What follows belongs to an exercise in optimizing a design on an open flow for small area and a short achievable clock period; a production flow would make more cautious choices. The RTL was checked by simulation tests, not by an equivalence proof against the original design.

raven:
## pe_pipelined
module pe_pipelined #(
    parameter int unsigned W_DEPTH = 4,
    parameter int unsigned PIPE    = 2,
    localparam int unsigned ADDR_W = (W_DEPTH > 1) ? $clog2(W_DEPTH) : 1
) (
    input  logic              clk,
    input  logic              reset,
    input  logic              load_cfg,
    input  logic [2:0]        load_op,
    input  logic              load_wen,
    input  logic [ADDR_W-1:0] load_addr,
    input  logic [31:0]       load_data,
    input  logic              in_valid,
    output logic              in_ready,
    input  logic [31:0]       a,
    input  logic [31:0]       b,
    input  logic [31:0]       c,
    output logic              out_valid,
    input  logic              out_ready,
    output logic [31:0]       out_data,
    output logic              busy
);
    localparam logic [2:0] OP_ADD  = 3'b000;
    localparam logic [2:0] OP_MUL  = 3'b001;
    localparam logic [2:0] OP_FMA  = 3'b010;
    localparam logic [2:0] OP_SYS  = 3'b011;
    localparam logic [2:0] OP_ACC  = 3'b100;
    localparam logic [2:0] OP_RELU = 3'b101;
    localparam logic [31:0] FP_ONE   = 32'h3F80_0000;
    localparam logic [31:0] FP_NZERO = 32'h8000_0000;
    logic [2:0]        cfg;
    logic [31:0]       wbank [W_DEPTH];
    logic [W_DEPTH-1:0] wvalid;     
    logic [ADDR_W-1:0] wptr;
    logic              accv;        
  ...
Size in the first run: about 270 flip-flops, ~170 I/O pins.
==> flow/config.mk <==
export PLATFORM = sky130hd
export DESIGN_NAME = pe_pipelined
export DESIGN_NICKNAME = pe_pipelined
export VERILOG_FILES = /design/flow/design.v
export SDC_FILE = /design/flow/constraint.sdc
export NUM_CORES = 4
export LEC_CHECK = 0
export ABC_AREA = 1
export CAP_MARGIN = 10
export CORE_MARGIN = 2
export CORE_UTILIZATION = 50
export CTS_BUF_LIST = sky130_fd_sc_hd__clkbuf_8
export SLEW_MARGIN = 10
export SYNTH_HIERARCHICAL = 1
==> flow/constraint.sdc <==
create_clock -name core_clock -period 30.0 [get_ports {clk}]
set_input_delay 6.0000 -clock core_clock [delete_from_list [all_inputs] [get_ports {clk}]]
set_output_delay 6.0000 -clock core_clock [all_outputs]
set_load 0.01 [all_outputs]
standard.sh (not shown) runs the stock make flow with config.mk's settings and CLKGATE_MAP_FILE= SYNTH_SCRIPT=/design/flow/synth_recipe.tcl, a recipe that flattens the netlist after the stock synthesis.
==> flow/flow/run.sh <==
#!/bin/bash
set -euo pipefail
export SETUP_SLACK_MARGIN=16.5
export TNS_END_PERCENT=5
export BUFFER_PORTS_ARGS="-buffer_cell sky130_fd_sc_hd__buf_1"
bash standard.sh > standard_make.log 2>&1
raven has completed all stages; timing, DRC and antenna checks passed.
> inputs changed (raven -> violet)
Settings: CTS_CLUSTER_SIZE: unset -> 24; CAP_MARGIN: 10 -> 20; SLEW_MARGIN: 10 -> 20.
==> results.txt <==
Detailed router's first-iteration violation count on violet is behind raven.
The relative area of non-clock buffer cells in the final design number comes out higher for violet vs raven.
Looking at raven and violet, the clock latency reported for the late side of the worst-skew pair is a wash.
violet — clock skew 22 ps lower, raven as reference
Higher data required time of the critical path among raven and violet: violet
Here is what was changed in the inputs of ember compared with violet.
Settings: clearing CTS_CLUSTER_SIZE, which used to be 24.
==> flow/flow/run.sh <==
#!/bin/bash
set -euo pipefail
export SETUP_SLACK_MARGIN=17.25
export TNS_END_PERCENT=5
export BUFFER_PORTS_ARGS="-buffer_cell sky130_fd_sc_hd__buf_2"
bash standard.sh > standard_make.log 2>&1
Notes after the runs:
The final reports for ember and violet show number of diodes added for antenna fixing higher in the former. [ember vs violet] register fraction of the total cell area: lower in ember. [compare] base=violet new=ember: post-route minimum period shrank by 440 ps; met2 routed wirelength grew by 2600 um.
Setup changes, ember to nickel
==> flow/flow/run.sh <==
#!/bin/bash
set -euo pipefail
export SETUP_SLACK_MARGIN=17.25
export TNS_END_PERCENT=5
export BUFFER_PORTS_ARGS="-buffer_cell sky130_fd_sc_hd__buf_1"
bash standard.sh > standard_make.log 2>&1
[summary]
Core util | nickel vs ember | nickel lower. Per the comparison of nickel with ember, maximum number of buffers from clock root to sink comparable, global router's overall resource usage now smaller. nickel vs ember — number of nets at the end of the flow dropped slightly. Status: number of cells in the design after placement parity (nickel, ember). Re wire length: ember was higher than nickel. Relative to ember, fraction of layout instances using a drive strength above 1 has gone down in nickel. On final critical path time including I/O delays and setup, nickel and ember are basically level. Looking at final non-filler cell area across both flows, nickel is the stronger of the two, with ember trailing.
Modified inputs, sierra compared to nickel
diff --git a/flow/flow/run.sh b/flow/flow/run.sh
--- a/flow/flow/run.sh
+++ b/flow/flow/run.sh
@@ -2,3 +2,3 @@
 set -euo pipefail
-export SETUP_SLACK_MARGIN=17.25
+export SETUP_SLACK_MARGIN=18.25
 export TNS_END_PERCENT=5
Findings:
Re cell depth of the worst flop-to-flop path: sierra and nickel aren't equal, and the higher value belongs to sierra.
A class of the most critical setup path of input pin to flop is what sierra shows, while input pin to output port belongs to nickel.
Pin slew with the least headroom to its limit: lower on nickel
sierra vs nickel — non-clock inverter count in the final layout rose about 2%.

pe_pipelined, a different RTL version from the one above (not shown whole).
Size in the first run: roughly 270 flip-flops, roughly 44,000 um2 of cells after synthesis.
Settings: LEC_CHECK=0, ABC_AREA=1, CAP_MARGIN=20, CORE_MARGIN=2, CORE_UTILIZATION=50, SLEW_MARGIN=20, SYNTH_HIERARCHICAL=1; clock period 30.0 ns.
==> flow/flow/run.sh <==
#!/bin/bash
# Standard layout (the standard.sh: ORFS synthesis through final routing), with the timing
# repair steps asked to keep a setup margin, so that they keep improving the worst path below
# the 30 ns clock. Clock, I/O delays and all other constraints are the design's own.
set -euo pipefail
export SETUP_SLACK_MARGIN=18
export TNS_END_PERCENT=10
bash standard.sh > standard_make.log 2>&1
Change:
--- a/flow/flow/run.sh
+++ b/flow/flow/run.sh
@@ -5,3 +5,3 @@
 set -euo pipefail
-export SETUP_SLACK_MARGIN=18
+export SETUP_SLACK_MARGIN=22
 export TNS_END_PERCENT=10
=> The changed run ran to the end with no violations. Synthesized cell count is unchanged. Routed wire length is lower by about 1.3%. Utilization decreases by 0.30 points. Clock skew shrinks by 0.014 ns. Fmax came out lower by about 0.8%. Flip-flop and latch count stays the same.

Another version of the RTL of pe_pipelined (not shown whole).
Size in the first run: about 6100 cells after synthesis, about 280 flip-flops, roughly 170 I/O pins, roughly 0.044 mm^2 of cells after synthesis.
Design pe_pipelined, start of the top module:
module pe_pipelined #(
    parameter int unsigned W_DEPTH = 4,
    parameter int unsigned PIPE    = 2,
    localparam int unsigned ADDR_W = (W_DEPTH > 1) ? $clog2(W_DEPTH) : 1
) (
    input  logic              clk,
    input  logic              reset,
    input  logic              load_cfg,
    input  logic [2:0]        load_op,
    input  logic              load_wen,
    input  logic [ADDR_W-1:0] load_addr,
    input  logic [31:0]       load_data,
    input  logic              in_valid,
    output logic              in_ready,
    input  logic [31:0]       a,
    input  logic [31:0]       b,
    input  logic [31:0]       c,
    output logic              out_valid,
    input  logic              out_ready,
    output logic [31:0]       out_data,
    output logic              busy
);
Settings: LEC_CHECK=0, ABC_AREA=1, CAP_MARGIN=20, CORE_MARGIN=2, CORE_UTILIZATION=50, CTS_BUF_LIST=sky130_fd_sc_hd__clkbuf_8, SLEW_MARGIN=20, SYNTH_HIERARCHICAL=1; clock period 30.0 ns.
==> flow/flow/run.sh <==
#!/bin/bash
set -euo pipefail
export SETUP_SLACK_MARGIN=17.25
export TNS_END_PERCENT=5
export BUFFER_PORTS_ARGS="-buffer_cell sky130_fd_sc_hd__buf_1"
bash standard.sh > standard_make.log 2>&1
Edit:
--- a/flow/flow/run.sh
+++ b/flow/flow/run.sh
@@ -2,3 +2,3 @@
 set -euo pipefail
-export SETUP_SLACK_MARGIN=17.25
+export SETUP_SLACK_MARGIN=17.5
 export TNS_END_PERCENT=5
=>
- die area is unchanged
- worst setup slack gets better by 180 ps
- design area grows slightly
- critical path depth does not change
- global-route usage hardly moves
- routed wire length grows slightly
- maximum frequency grows slightly
Edit:
==> flow/flow/run.sh (replaced) <==
#!/bin/bash
set -euo pipefail
export SETUP_SLACK_MARGIN=17.5
export TNS_END_PERCENT=2
export BUFFER_PORTS_ARGS="-buffer_cell sky130_fd_sc_hd__buf_1"
bash standard.sh > standard_make.log 2>&1
Result: The changed run completed with no timing, DRC or antenna violations. Design area hardly moves. Setup slack stays flat. Routed wire length hardly moves. Core utilization drops by 0.13 points. Cell count stays flat. Clock-buffer cell count stays the same. Fmax stays flat. Sequential share of layout area barely changes.

## umber
RTL: one of the versions met above, not the one the previous note started from.
For scale: roughly 270 flip-flops, roughly 43000 um^2 of cells after synthesis.
clock: 30.0 ns
lec_check: 0
abc_area: 1
cap_margin: 20
core_margin: 2
core_utilization: 50
cts_buf_list: sky130_fd_sc_hd__clkbuf_8
slew_margin: 20
synth_hierarchical: 1
==> flow/flow/run.sh <==
#!/bin/bash
set -euo pipefail
export SETUP_SLACK_MARGIN=16.5
export TNS_END_PERCENT=5
export BUFFER_PORTS_ARGS="-buffer_cell sky130_fd_sc_hd__buf_1"
bash standard.sh > standard_make.log 2>&1
Both conditions hold for umber: the flow ran to the end and the final layout passed the timing, design-rule and antenna checks.
### umber -> quartz
- CTS_BUF_LIST no longer set, was sky130_fd_sc_hd__clkbuf_8
==> flow/flow/run.sh <==
#!/bin/bash
set -euo pipefail
export SETUP_SLACK_MARGIN=16.5
export TNS_END_PERCENT=5
export BUFFER_PORTS_ARGS="-buffer_cell sky130_fd_sc_hd__buf_2"
bash standard.sh > standard_make.log 2>&1
--- outcome ---
Re clock-buffer cell count: umber and quartz aren't equal, and the higher value belongs to umber. Going from umber to quartz, placed standard-cell area shows an increase of 0.31%, worst-case setup slack after placement shows a reduction of 0.38 ns, final critical-path required period shows an increase of 0.051 ns.
The following lists how pepper was set up differently from quartz:
- CTS_BUF_LIST now sky130_fd_sc_hd__clkbuf_8, previously not set
==> flow/flow/run.sh <==
#!/bin/bash
set -euo pipefail
export SETUP_SLACK_MARGIN=17.75
export TNS_END_PERCENT=5
export BUFFER_PORTS_ARGS="-buffer_cell sky130_fd_sc_hd__buf_1"
bash standard.sh > standard_make.log 2>&1
Findings:
Reported for pepper and quartz, remaining number of nets flagged by the antenna check after routing turned out identical to the last digit. In the reports for pepper and quartz, the smaller worst hold slack after final layout belongs to pepper. Final layout net count ends up higher on pepper. Compared with quartz, in pepper initial DRC count went up 3.3%, count of clock-buffer cells in the layout went up 8. Looking at synthesis-to-layout area growth, pepper sits above quartz. quartz vs pepper, end point of the critical path: s1_z[21] vs in_ready. Between pepper and quartz, it is pepper whose via count of the first global-routing pass is higher, by 1242.
What xenon does differently from pepper at the input level:
- a deleted CTS_BUF_LIST that had been sky130_fd_sc_hd__clkbuf_8
- a change of CORE_UTILIZATION from 50 to 56
==> flow/flow/run.sh <==
#!/bin/bash
set -euo pipefail
export SETUP_SLACK_MARGIN=16.5
export TNS_END_PERCENT=5
export BUFFER_PORTS_ARGS="-buffer_cell sky130_fd_sc_hd__buf_2"
bash standard.sh > standard_make.log 2>&1
[summary]
- The area growth from synthesis to final layout in xenon sits 10 points below the value recorded for pepper.
- Looking at capturing instance or port of the critical path, the in_ready result is from pepper; the s1_z[21] one comes from xenon.
- Summary of the comparison: flip-flop and latch share of the layout cell area is higher in xenon, relative to pepper.
- Comparing number of inserted filler cells in the final layout for pepper and xenon, the smaller number came from xenon.
- xenon ends up with a total area of multi-input combinational cells that is about 5% lower than in pepper.
- Path type of the worst setup path: in -> out -> pepper, reg -> reg -> xenon
- pepper was larger in final cell area than xenon.
- xenon vs. pepper: area of the die fell by about 10%.

==> port drivers added, routing unchanged <==
The results above use ideal ports. As a check the final layouts listed here were re-extracted and re-timed, cells and wires unchanged. Step 1: set_driving_cell puts a clkbuf_16 on clk and a buf_2 on each other input, an assumption about the parent block. Step 2 also shifts input and output timing later by t, the mid clock arrival at the registers, as if the neighbouring blocks saw the same clock. a / b / c = no drivers / after step 1 / after step 2; a / b = the first two.
| run | t (ns) | setup WS [ns] | worst register clock-pin slew, ns | worst slew at a driven data input, ns | cell pins on the clock port's net |
|---|---|---|---|---|---|
| raven | 0.641 | 16.873 / 16.873 / 16.873 | 0.08 / 0.08 | 0.11 | 1 |
| violet | 0.656 | 16.917 / 16.917 / 16.917 | 0.07 / 0.07 | 0.10 | 1 |
| ember | 0.663 | 17.357 / 17.339 / 17.339 | 0.07 / 0.07 | 0.10 | 1 |
| nickel | 0.651 | 17.358 / 17.335 / 17.335 | 0.07 / 0.07 | 0.10 | 1 |
| sierra | 0.637 | 17.447 / 17.465 / 16.827 | 0.07 / 0.07 | 0.12 | 1 |
| the first run of note 2 | 0.632 | 16.620 / 16.620 / 16.620 | 0.08 / 0.08 | 0.10 | 1 |
| the second run of note 2 | 0.629 | 16.512 / 16.512 / 16.512 | 0.08 / 0.08 | 0.09 | 1 |
| the first run of note 3 | 0.647 | 17.348 / 17.328 / 17.328 | 0.08 / 0.08 | 0.12 | 1 |
| the second run of note 3 | 0.647 | 17.528 / 17.499 / 17.499 | 0.08 / 0.08 | 0.12 | 1 |
| the third run of note 3 | 0.647 | 17.527 / 17.505 / 17.505 | 0.07 / 0.07 | 0.12 | 1 |
| umber | 0.656 | 16.917 / 16.917 / 16.917 | 0.07 / 0.07 | 0.10 | 1 |
| quartz | 0.629 | 16.865 / 16.865 / 16.865 | 0.08 / 0.08 | 0.10 | 1 |
| pepper | 0.640 | 17.540 / 17.520 / 16.950 | 0.07 / 0.07 | 0.12 | 1 |
| xenon | 0.626 | 16.816 / 16.816 / 16.816 | 0.07 / 0.07 | 0.11 | 1 |
After both steps setup and hold are still met in every run listed. The setup slack of sierra, which loses most, moves by +0.018 ns with the drivers and by -0.620 ns with both steps.
